Context: an optimization exercise on an open-source flow, tuned for small area and a short achievable clock period. The choices shown serve that exercise and are no tape-out recipe.
Function was checked by simulation only, so behaviour that the tests miss may differ from the original.
Power figures rest on the tool's default switching activity, not on a simulated workload.

==> flow/design.v (excerpt) <==
module fpga_host #(
  parameter int MMIO_ELS       = 16,
  parameter int NBF_MAX_WRITES = 4
) (
  input  wire                                   clk,
  input  wire                                   reset,
  input  wire                                   psel_i,
  input  wire                                   penable_i,
  input  wire                                   pwrite_i,
  input  wire [fpga_host_pkg::CSR_ADDR_W-1:0]   paddr_i,
  input  wire fpga_host_pkg::word_t             pwdata_i,
  output fpga_host_pkg::word_t                  prdata_o,
  output logic                                  pready_o,
  output logic                                  pslverr_o,
  output logic                                  wr_valid_o,
  input  wire                                   wr_ready_i,
  output logic [fpga_host_pkg::NBF_ADDR_W-1:0]  wr_addr_o,
  output logic [fpga_host_pkg::NBF_DATA_W-1:0]  wr_data_o,
  output logic [1:0]                            wr_size_o,
  input  wire                                   wr_done_i,
  output logic                                  bp_in_valid_o,
  input  wire                                   bp_in_ready_i,
  output fpga_host_pkg::word_t                  bp_in_data_o,
  input  wire                                   bp_out_valid_i,
  ...
Settings: LEC_CHECK=0, ABC_CLOCK_PERIOD_IN_PS=2100, CAP_MARGIN=20, CORE_MARGIN=2, CORE_UTILIZATION=65, CTS_CLUSTER_DIAMETER=70, CTS_CLUSTER_SIZE=32, SETUP_SLACK_MARGIN=2.05, SLEW_MARGIN=20; clock period 4.2 ns.
standard.sh (not shown) runs the stock make flow with config.mk's settings and CLKGATE_MAP_FILE= SYNTH_SCRIPT=/design/flow/synth_recipe.tcl, a recipe that flattens the netlist after the stock synthesis.
==> flow/flow/run.sh <==
#!/bin/bash
# The standard layout (the standard.sh, standard synthesis unchanged) with two changes:
# - the resizer may pick any cell size, not only same-footprint ones;
# - before detailed placement, each output port's buffer is put next to its pin and the
#   register feeding it right behind the buffer (flow/pull_out_regs.tcl).
set -euo pipefail
export PRE_DETAIL_PLACE_TCL="$PWD/flow/pull_out_regs.tcl"
bash standard.sh MATCH_CELL_FOOTPRINT=0 PRE_DETAIL_PLACE_TCL="$PWD/flow/pull_out_regs.tcl" finish > standard_flow.log 2>&1
==> flow/flow/pull_out_regs.tcl <==
# Before detailed placement: put each output port's buffer next to its pin, and the
# flip-flop that feeds that buffer right behind it, so the register-to-port wire is short.
# Detailed placement then legalizes the moved cells.
set block [ord::get_db_block]
set core [$block getCoreArea]
set cx0 [$core xMin]; set cy0 [$core yMin]; set cx1 [$core xMax]; set cy1 [$core yMax]
set step 4000
set moved 0
proc clampv {v lo hi} { expr {$v < $lo ? $lo : ($v > $hi ? $hi : $v)} }
foreach bt [$block getBTerms] {
  if {[$bt getIoType] ne "OUTPUT"} continue
  set net [$bt getNet]
  if {$net eq "NULL"} continue
  set buf ""
  foreach it [$net getITerms] { if {[$it isOutputSignal]} { set buf [$it getInst] } }
  if {$buf eq ""} continue
  set flop ""
  foreach it [$buf getITerms] {
    if {![$it isInputSignal]} continue
    set n2 [$it getNet]
    if {$n2 eq "NULL"} continue
    foreach it2 [$n2 getITerms] {
      if {[$it2 isOutputSignal]} {
        set c [$it2 getInst]
        if {[string match "*__*df*" [[$c getMaster] getName]]} { set flop $c }
      }
    }
  }
  set bb [$bt getBBox]
  set px [expr {([$bb xMin] + [$bb xMax]) / 2}]
  set py [expr {([$bb yMin] + [$bb yMax]) / 2}]
  # inward direction from the nearest die edge
  set dx 0; set dy 0
  set dl [expr {$px - $cx0}]; set dr [expr {$cx1 - $px}]
  set db [expr {$py - $cy0}]; set dt [expr {$cy1 - $py}]
  set m [expr {min($dl, $dr, $db, $dt)}]
  if {$m == $dl} { set dx 1 } elseif {$m == $dr} { set dx -1 } elseif {$m == $db} { set dy 1 } else { set dy -1 }
  set bx [clampv $px $cx0 [expr {$cx1 - 10000}]]
  set by [clampv $py $cy0 [expr {$cy1 - 3000}]]
  $buf setLocation [expr {$bx + $dx * $step}] [expr {$by + $dy * $step}]
  if {$flop ne ""} {
    $flop setLocation [expr {$bx + $dx * 3 * $step}] [expr {$by + $dy * 3 * $step}]
    incr moved
  }
}
puts "pull_out_regs: moved $moved output registers next to their port buffers"
The baseline produced a clean layout.
==> next run, changes <==
Settings changed: CORE_UTILIZATION 65 to 72, CTS_CLUSTER_DIAMETER 70 to 80, CTS_CLUSTER_SIZE 32 to 24.
Result: The new run completed without violations; total power fell by about 1.2%; routed wire length fell by 2.3%; setup slack improves by 20 ps.


## lane 1
fpga_host again, from the RTL that the note above started with.
Settings: LEC_CHECK=0, ABC_CLOCK_PERIOD_IN_PS=2000, CAP_MARGIN=20, CORE_MARGIN=2, CORE_UTILIZATION=65, CTS_CLUSTER_DIAMETER=80, CTS_CLUSTER_SIZE=24, SETUP_SLACK_MARGIN=2.2, SLEW_MARGIN=20; clock period 4.2 ns.
Scripts as last shown in full above: flow/flow/run.sh, flow/flow/pull_out_regs.tcl
Changes in lane 2 relative to lane 1:
- SETUP_SLACK_MARGIN now 2.05, was 2.2
- ABC_CLOCK_PERIOD_IN_PS now 2100, was 2000
==> flow/flow/run.sh <==
#!/bin/bash
set -euo pipefail
export PRE_DETAIL_PLACE_TCL="$PWD/flow/pull_out_regs.tcl"
bash standard.sh MATCH_CELL_FOOTPRINT=0 PRE_DETAIL_PLACE_TCL="$PWD/flow/pull_out_regs.tcl" "CTS_ARGS=-sink_clustering_enable -repair_clock_nets -sink_clustering_size 24 -sink_clustering_max_diameter 80 -apply_ndr full" finish > standard_flow.log 2>&1
### Flow results
Lane 2 ends up with a met1 track demand over resource in global routing that is 0.77 points lower than in lane 1. Compared to lane 1, lane 2 has number of vias in the routed layout 1399 lower. Lane 2 vs lane 1, net switching fraction of the power went down by 0.34 points. Lane 2 against lane 1: gate count after technology mapping has remained practically unchanged; total routed wirelength has decreased.
## Diff of input files: lane 3 against lane 2
- a change of CORE_UTILIZATION from 65 to 55
- a change of SETUP_SLACK_MARGIN from 2.05 to 1.8
- a change of ABC_CLOCK_PERIOD_IN_PS from 2100 to 2300
==> flow/run.sh (new file) <==
#!/bin/bash
# synth_recipe.tcl (not shown) runs the flow's synth.tcl, then flattens the netlist and writes it again
# the make line also repeats each setting of config.mk as NAME=value (left out here)
make -C /OpenROAD-flow-scripts/flow DESIGN_CONFIG=/design/flow/config.mk WORK_HOME=/design/flow/orfs CLKGATE_MAP_FILE= SYNTH_SCRIPT=/design/flow/synth_recipe.tcl finish
removed: flow/flow/run.sh
removed: flow/flow/pull_out_regs.tcl
removed: flow/standard.sh
--- outcome ---
Part of the cycle the worst path needs in lane 3 is 4.6 points higher than in lane 2. Non-clock buffer count: lane 3 lower than lane 2. Minimum period implied by the final worst setup slack on lane 3 is behind lane 2. Diff lane 2 and lane 3: first-iteration DRC count higher in lane 2. The global-route usage in lane 3 sits 5.8 points below the value recorded for lane 2. [compare] base=lane 2 new=lane 3: fraction of met3 tracks used by global routing moved down, wire length higher.

==> afterwards: timing with drivers on the ports <==
The flow's constraints put no driver on any port. The routed layouts listed below were extracted and timed again, unchanged, in two steps.
Step 1, drivers: a clkbuf_16 drives clk and a buf_2 each remaining input, both assumed.
Step 2 also shifts input and output timing later by t, the mid clock arrival at the registers, as if the neighbouring blocks saw the same clock.
a / b / c = ideal ports / drivers / drivers and shift; a / b = the first two.
run	t, ns	slack for setup (ns)	pins driven straight from the clock port
the first run of note 1	0.956	1.877 / 1.785 / 1.152	1
the second run of note 1	0.945	1.897 / 1.812 / 1.124	1
lane 1	0.954	1.911 / 1.814 / 1.185	1
lane 2	0.946	1.899 / 1.805 / 1.156	1
lane 3	0.934	1.707 / 1.615 / 1.050	1
After both steps setup and hold are still met in every run listed. For the second run of note 1, which loses most, drivers alone change the setup slack by -0.085 ns; drivers and shift together by -0.773 ns.
